Background: an optimization exercise with open tools, aiming at small area, a short achievable clock period and few clock cycles per item. Do not read the settings as production practice. Where RTL was checked, it was by simulation tests only, not by an equivalence proof against the original.

== rev 12 ==
Design ieee754_mul_arb, start of the top module:
module ieee754_mul_arb (
  input  logic        clk,
  input  logic        rst_n,
  input  logic        req0_valid,
  input  logic [31:0] req0_a,
  input  logic [31:0] req0_b,
  output logic        req0_ready,
  input  logic        req1_valid,
  input  logic [31:0] req1_a,
  input  logic [31:0] req1_b,
  output logic        req1_ready,
  output logic        rsp_valid,
  input  logic        rsp_ready,
  output logic        rsp_id,
  output logic [31:0] rsp_s,
  output logic        rsp_ovf,
  output logic        rsp_unf
);
  logic       turn_q, rdy0_q, rdy1_q;
  logic       v1_q, v2_q;
  logic [1:0] cnt_q;           
  logic       vld_q;           
  logic acc, push_ok, en2, en1, push, pop;
  logic v1_d, v2_d;
  logic [1:0] cnt_d;
  logic rdy_d, turn_d;
  assign acc     = (req0_valid & rdy0_q) | (req1_valid & rdy1_q);
  assign pop     = vld_q & rsp_ready;
  assign push_ok = (cnt_q != 2'd2);
  assign en2     = ~v2_q | push_ok;
  assign push    = v2_q & push_ok;
  assign en1     = ~v1_q | en2;
  always_comb begin
    v1_d   = en1 ? acc : v1_q;
    v2_d   = en2 ? v1_q : v2_q;
    cnt_d  = cnt_q + {1'b0, push} - {1'b0, pop};
    rdy_d  = ~(v1_d & v2_d & (cnt_d == 2'd2));
    turn_d = turn_q ^ (rdy0_q | rdy1_q);
  end
  always_ff @(posedge clk or negedge rst_n) begin
    if (!rst_n) begin
      turn_q <= 1'b0;
      rdy0_q <= 1'b0;
      rdy1_q <= 1'b0;
      v1_q   <= 1'b0;
      v2_q   <= 1'b0;
      cnt_q  <= 2'd0;
      vld_q  <= 1'b0;
    end else begin
      turn_q <= turn_d;
      rdy0_q <= rdy_d & ~turn_d;
      rdy1_q <= rdy_d & turn_d;
      v1_q   <= v1_d;
      v2_q   <= v2_d;
      cnt_q  <= cnt_d;
      vld_q  <= (cnt_d != 2'd0);
    end
  end
  assign req0_ready = rdy0_q;
  assign req1_ready = rdy1_q;
  logic [31:0] a_in, b_in;
  logic [11:0] one_in, two_in;
  logic [31:0] a1_q;
  logic [8:0]  bse1_q;         
  ...
For scale: roughly 3000 cells after synthesis, about 0.029 mm² of cells after synthesis.
clock: 10.5 ns
lec_check: 0
cap_margin: 20
core_margin: 2
core_utilization: 55
slew_margin: 20
synth_hierarchical: 1
standard.sh (not shown) runs the stock make flow with config.mk's settings and CLKGATE_MAP_FILE= SYNTH_SCRIPT=/design/flow/synth_recipe.tcl, a recipe that flattens the netlist after the stock synthesis.
==> flow/flow/run.sh <==
#!/bin/bash
# The standard layout (standard.sh) with changes to how it is made, not to what it must meet
# (the clock and constraints are the design's):
#  - timing repair aims at a setup slack of SETUP_SLACK_MARGIN ns instead of the default;
#  - the buffers that every port gets are buf_2 cells instead of the default delay buffers;
#  - clock tree synthesis builds the tree from clkbuf_8 cells (clkbuf_16 at the root) and adds
#    no dummy loads.
# standard.sh's output goes to standard.log here; each ORFS step logs to orfs/logs/.
set -euo pipefail
export SETUP_SLACK_MARGIN=7.1
export BUFFER_PORTS_ARGS="-buffer_cell sky130_fd_sc_hd__buf_2"
export CTS_ARGS="-sink_clustering_enable -repair_clock_nets -dont_use_dummy_load -root_buf sky130_fd_sc_hd__clkbuf_16 -buf_list sky130_fd_sc_hd__clkbuf_8"
bash standard.sh > standard.log 2>&1
Rev 12 was carried through to the last stage, and its layout satisfied the timing, design-rule and antenna checks.
## Diff of input files: rev 13 against rev 12
--- a/flow/flow/run.sh
+++ b/flow/flow/run.sh
@@ -10 +10 @@
-export SETUP_SLACK_MARGIN=7.1
+export SETUP_SLACK_MARGIN=7.2
## What came out
- Looking only at routability-driven placement congestion ratio, and setting everything else aside, the lower value of rev 12 and rev 13 goes to rev 13.
- Rev 12 reports its critical path endpoint as sk_q[32] while rev 13 reports out_q[33].
- Rev 13 against rev 12: first-iteration DRC count increased by 193 relative to the old numbers.
No functional check of the RTL was part of any run of this note.

========
ieee754_mul_arb, a different RTL version from the one above (not shown whole).
Size in the first run: ~2800 cells after synthesis, roughly 170 I/O pins.
Settings: LEC_CHECK=0, CAP_MARGIN=20, CORE_MARGIN=2, CORE_UTILIZATION=55, PLACE_DENSITY=0.72, SLEW_MARGIN=20, SYNTH_HIERARCHICAL=1; clock period 10.5 ns.
==> flow/flow/run.sh <==
#!/bin/bash
# The standard layout (standard.sh) with changes to how it is made, not to what it must meet
# (the clock and constraints are the design's):
#  - timing repair aims at a setup slack of SETUP_SLACK_MARGIN ns instead of the default;
#  - the buffers that every port gets are buf_2 cells instead of the default delay buffers;
#  - clock tree synthesis builds the tree from clkbuf_8 cells (clkbuf_16 at the root) and adds
#    no dummy loads.
# standard.sh's output goes to standard.log here; each ORFS step logs to orfs/logs/.
set -euo pipefail
export SETUP_SLACK_MARGIN=6.95
export BUFFER_PORTS_ARGS="-buffer_cell sky130_fd_sc_hd__buf_2"
export CTS_ARGS="-sink_clustering_enable -repair_clock_nets -dont_use_dummy_load -root_buf sky130_fd_sc_hd__clkbuf_16 -buf_list sky130_fd_sc_hd__clkbuf_8"
bash standard.sh > standard.log 2>&1
Testbench counts at the start, summed over its fixed seeds: cycles 4,120, items 4,096.
Edit:
--- a/flow/flow/run.sh
+++ b/flow/flow/run.sh
@@ -10 +10 @@
-export SETUP_SLACK_MARGIN=6.95
+export SETUP_SLACK_MARGIN=7.0
--- a/flow/config.mk
+++ b/flow/config.mk
@@ -10,2 +10,2 @@
-export CORE_UTILIZATION = 55
-export PLACE_DENSITY = 0.72
+export CORE_UTILIZATION = 50
+export PLACE_DENSITY = 0.66
Routed wire length goes up by 2.1%.
First-iteration DRC count goes down by 16%.
Worst setup slack is worse by 0.042 ns.
Flip-flop and latch count stays the same.
Edit:
--- a/flow/config.mk
+++ b/flow/config.mk
@@ -10,2 +10,2 @@
-export CORE_UTILIZATION = 50
-export PLACE_DENSITY = 0.66
+export CORE_UTILIZATION = 55
+export PLACE_DENSITY = 0.72
What happened: The new run completed without violations; wire length came out lower slightly; global-route usage came out higher by 1.8 points; first-iteration DRC count came out higher by a quarter to a third; hold slack degrades by 0.012 ns; core utilization came out higher by 5.0 points; via count came out higher slightly; non-clock buffer count came out lower by 12; cell count came out lower by a few percent.
Edit:
==> flow/flow/run.sh (replaced) <==
#!/bin/bash
# The standard layout (standard.sh) with changes to how it is made, not to what it must meet
# (the clock and constraints are the design's):
#  - timing repair aims at a setup slack of SETUP_SLACK_MARGIN ns instead of the default;
#  - the buffers that every port gets are buf_1 cells instead of the default delay buffers;
#  - clock tree synthesis builds the tree from clkbuf_4 cells (clkbuf_16 at the root) and adds
#    no dummy loads.
# standard.sh's output goes to standard.log here; each ORFS step logs to orfs/logs/.
set -euo pipefail
export SETUP_SLACK_MARGIN=7.0
export BUFFER_PORTS_ARGS="-buffer_cell sky130_fd_sc_hd__buf_1"
export CTS_ARGS="-sink_clustering_enable -repair_clock_nets -dont_use_dummy_load -root_buf sky130_fd_sc_hd__clkbuf_16 -buf_list sky130_fd_sc_hd__clkbuf_4"
bash standard.sh > standard.log 2>&1
Result: Utilization fell by 0.12 points. Worst hold slack improved by 0.021 ns.
Edit:
==> flow/flow/run.sh (replaced) <==
#!/bin/bash
# The standard layout (standard.sh) with changes to how it is made, not to what it must meet
# (the clock and constraints are the design's):
#  - timing repair aims at a setup slack of SETUP_SLACK_MARGIN ns instead of the default;
#  - the buffers that every port gets are buf_2 cells instead of the default delay buffers;
#  - clock tree synthesis builds the tree from clkbuf_8 cells (clkbuf_16 at the root) and adds
#    no dummy loads.
# standard.sh's output goes to standard.log here; each ORFS step logs to orfs/logs/.
set -euo pipefail
export SETUP_SLACK_MARGIN=7.0
export BUFFER_PORTS_ARGS="-buffer_cell sky130_fd_sc_hd__buf_2"
export CTS_ARGS="-sink_clustering_enable -repair_clock_nets -dont_use_dummy_load -root_buf sky130_fd_sc_hd__clkbuf_16 -buf_list sky130_fd_sc_hd__clkbuf_8"
bash standard.sh > standard.log 2>&1
--- a/flow/config.mk
+++ b/flow/config.mk
@@ -10,0 +11 @@
+export GPL_ROUTABILITY_DRIVEN = 0
After rerunning:
- clock skew stays flat
- wire length is about the same
- area after synthesis stays the same
- core utilization went up by 0.64 points
- die area does not change
- synthesized cell count is unchanged
- worst hold slack is worse by 0.0044 ns
- register-to-register slack gets worse by 0.02 ns
- non-clock buffer count is higher by 2

========
== old ==
ieee754_mul_arb, a different RTL version from the one above (not shown whole).
Size: ~2500 cells after synthesis, ~280 flip-flops, roughly 170 I/O pins.
## ieee754_mul_arb
module ieee754_mul_arb (
  input  logic        clk,
  input  logic        rst_n,
  input  logic        req0_valid,
  input  logic [31:0] req0_a,
  input  logic [31:0] req0_b,
  output logic        req0_ready,
  input  logic        req1_valid,
  input  logic [31:0] req1_a,
  input  logic [31:0] req1_b,
  output logic        req1_ready,
  output logic        rsp_valid,
  input  logic        rsp_ready,
  output logic        rsp_id,
  output logic [31:0] rsp_s,
  output logic        rsp_ovf,
  output logic        rsp_unf
);
  logic       turn_q, rdy0_q, rdy1_q;
  logic       v1_q, v2_q;
  logic [1:0] cnt_q;           
  logic acc, push_ok, en2, en1, push, pop;
  logic v1_d, v2_d;
  logic [1:0] cnt_d;
  logic rdy_d, turn_d;
  assign acc     = (req0_valid & rdy0_q) | (req1_valid & rdy1_q);
  assign pop     = (cnt_q != 2'd0) & rsp_ready;
  assign push_ok = (cnt_q != 2'd2);
  assign en2     = ~v2_q | push_ok;
  assign push    = v2_q & push_ok;
  assign en1     = ~v1_q | en2;
  always_comb begin
    v1_d   = en1 ? acc : v1_q;
    v2_d   = en2 ? v1_q : v2_q;
    cnt_d  = cnt_q + {1'b0, push} - {1'b0, pop};
    rdy_d  = ~(v1_d & v2_d & (cnt_d == 2'd2));
    turn_d = turn_q ^ (rdy0_q | rdy1_q);
  end
  always_ff @(posedge clk or negedge rst_n) begin
    if (!rst_n) begin
      turn_q <= 1'b0;
      rdy0_q <= 1'b0;
  ...
Settings: LEC_CHECK=0, CAP_MARGIN=20, CORE_MARGIN=2, CORE_UTILIZATION=40, SLEW_MARGIN=20; clock period 10.5 ns.
run.sh (not shown) runs the stock make flow with config.mk's settings and CLKGATE_MAP_FILE= SYNTH_SCRIPT=/design/flow/synth_recipe.tcl, a recipe that flattens the netlist after the stock synthesis.
Stock flow here: none of the scripts above is used.
Testbench counts of old, summed over its fixed seeds: cycles 4,120, items 4,096.
### old -> new
Settings: swapping 40 for 55 in CORE_UTILIZATION.
==> flow/flow/run.sh (new file) <==
#!/bin/bash
# The standard layout (standard.sh), with its timing repair aiming at a setup slack of
# SETUP_SLACK_MARGIN ns instead of the default; the clock and constraints are the design's.
set -euo pipefail
export SETUP_SLACK_MARGIN=6.8
bash standard.sh > standard.log 2>&1
==> flow/standard.sh (new file) <==
#!/bin/bash
# synth_recipe.tcl (not shown) runs the flow's synth.tcl, then flattens the netlist and writes it again
# the make line also repeats each setting of config.mk as NAME=value (left out here)
make -C /OpenROAD-flow-scripts/flow DESIGN_CONFIG=/design/flow/config.mk WORK_HOME=/design/flow/orfs CLKGATE_MAP_FILE= SYNTH_SCRIPT=/design/flow/synth_recipe.tcl "${@:-finish}"
removed: flow/run.sh
Findings:
- old -> new: final antenna-violating net count delta 0, exact match
- Net count of the finished layout of new exceeds that of old by a few percent.

[afterwards: timing with drivers on the ports]
No port has a modelled driver above. Below, the same layouts with a new extraction and two added sets of constraints. Step 1 (the two cells are an assumption about what drives the block):
set clk [get_ports {clk}]
set_driving_cell -lib_cell sky130_fd_sc_hd__clkbuf_16 $clk
set_driving_cell -lib_cell sky130_fd_sc_hd__buf_2 [delete_from_list [all_inputs] $clk]
Step 2 also shifts input and output timing later by t, the mid clock arrival at the registers, as if the neighbouring blocks saw the same clock. Slacks: ideal / step 1 / step 2; pairs: ideal / step 1.
| run | t (ns) | slack for setup (ns) | worst hold slack (ns) |
|---|---|---|---|
| rev 12 | 0.590 | 7.062 / 7.062 / 6.881 | 0.421 / 0.421 / 0.421 |
| rev 13 | 0.586 | 7.124 / 7.124 / 6.968 | 0.420 / 0.420 / 0.420 |
| the first run of note 2 | 0.555 | 7.099 / 7.099 / 6.723 | 0.407 / 0.407 / 0.407 |
| the second run of note 2 | 0.571 | 7.057 / 7.057 / 6.756 | 0.419 / 0.419 / 0.419 |
| the third run of note 2 | 0.558 | 7.113 / 7.113 / 6.725 | 0.407 / 0.407 / 0.407 |
| the fourth run of note 2 | 0.589 | 7.092 / 7.092 / 6.774 | 0.428 / 0.428 / 0.428 |
| the fifth run of note 2 | 0.565 | 7.076 / 7.076 / 6.670 | 0.424 / 0.424 / 0.424 |
| old | 0.627 | 5.766 / 5.766 / 5.766 | 0.422 / 0.422 / 0.422 |
| new | 0.667 | 6.495 / 6.495 / 6.495 | 0.438 / 0.438 / 0.438 |
After both steps every run listed still meets setup and hold. The setup slack of the fifth run of note 2, which loses most, moves by 0.000 ns with the drivers and by -0.406 ns with both steps.
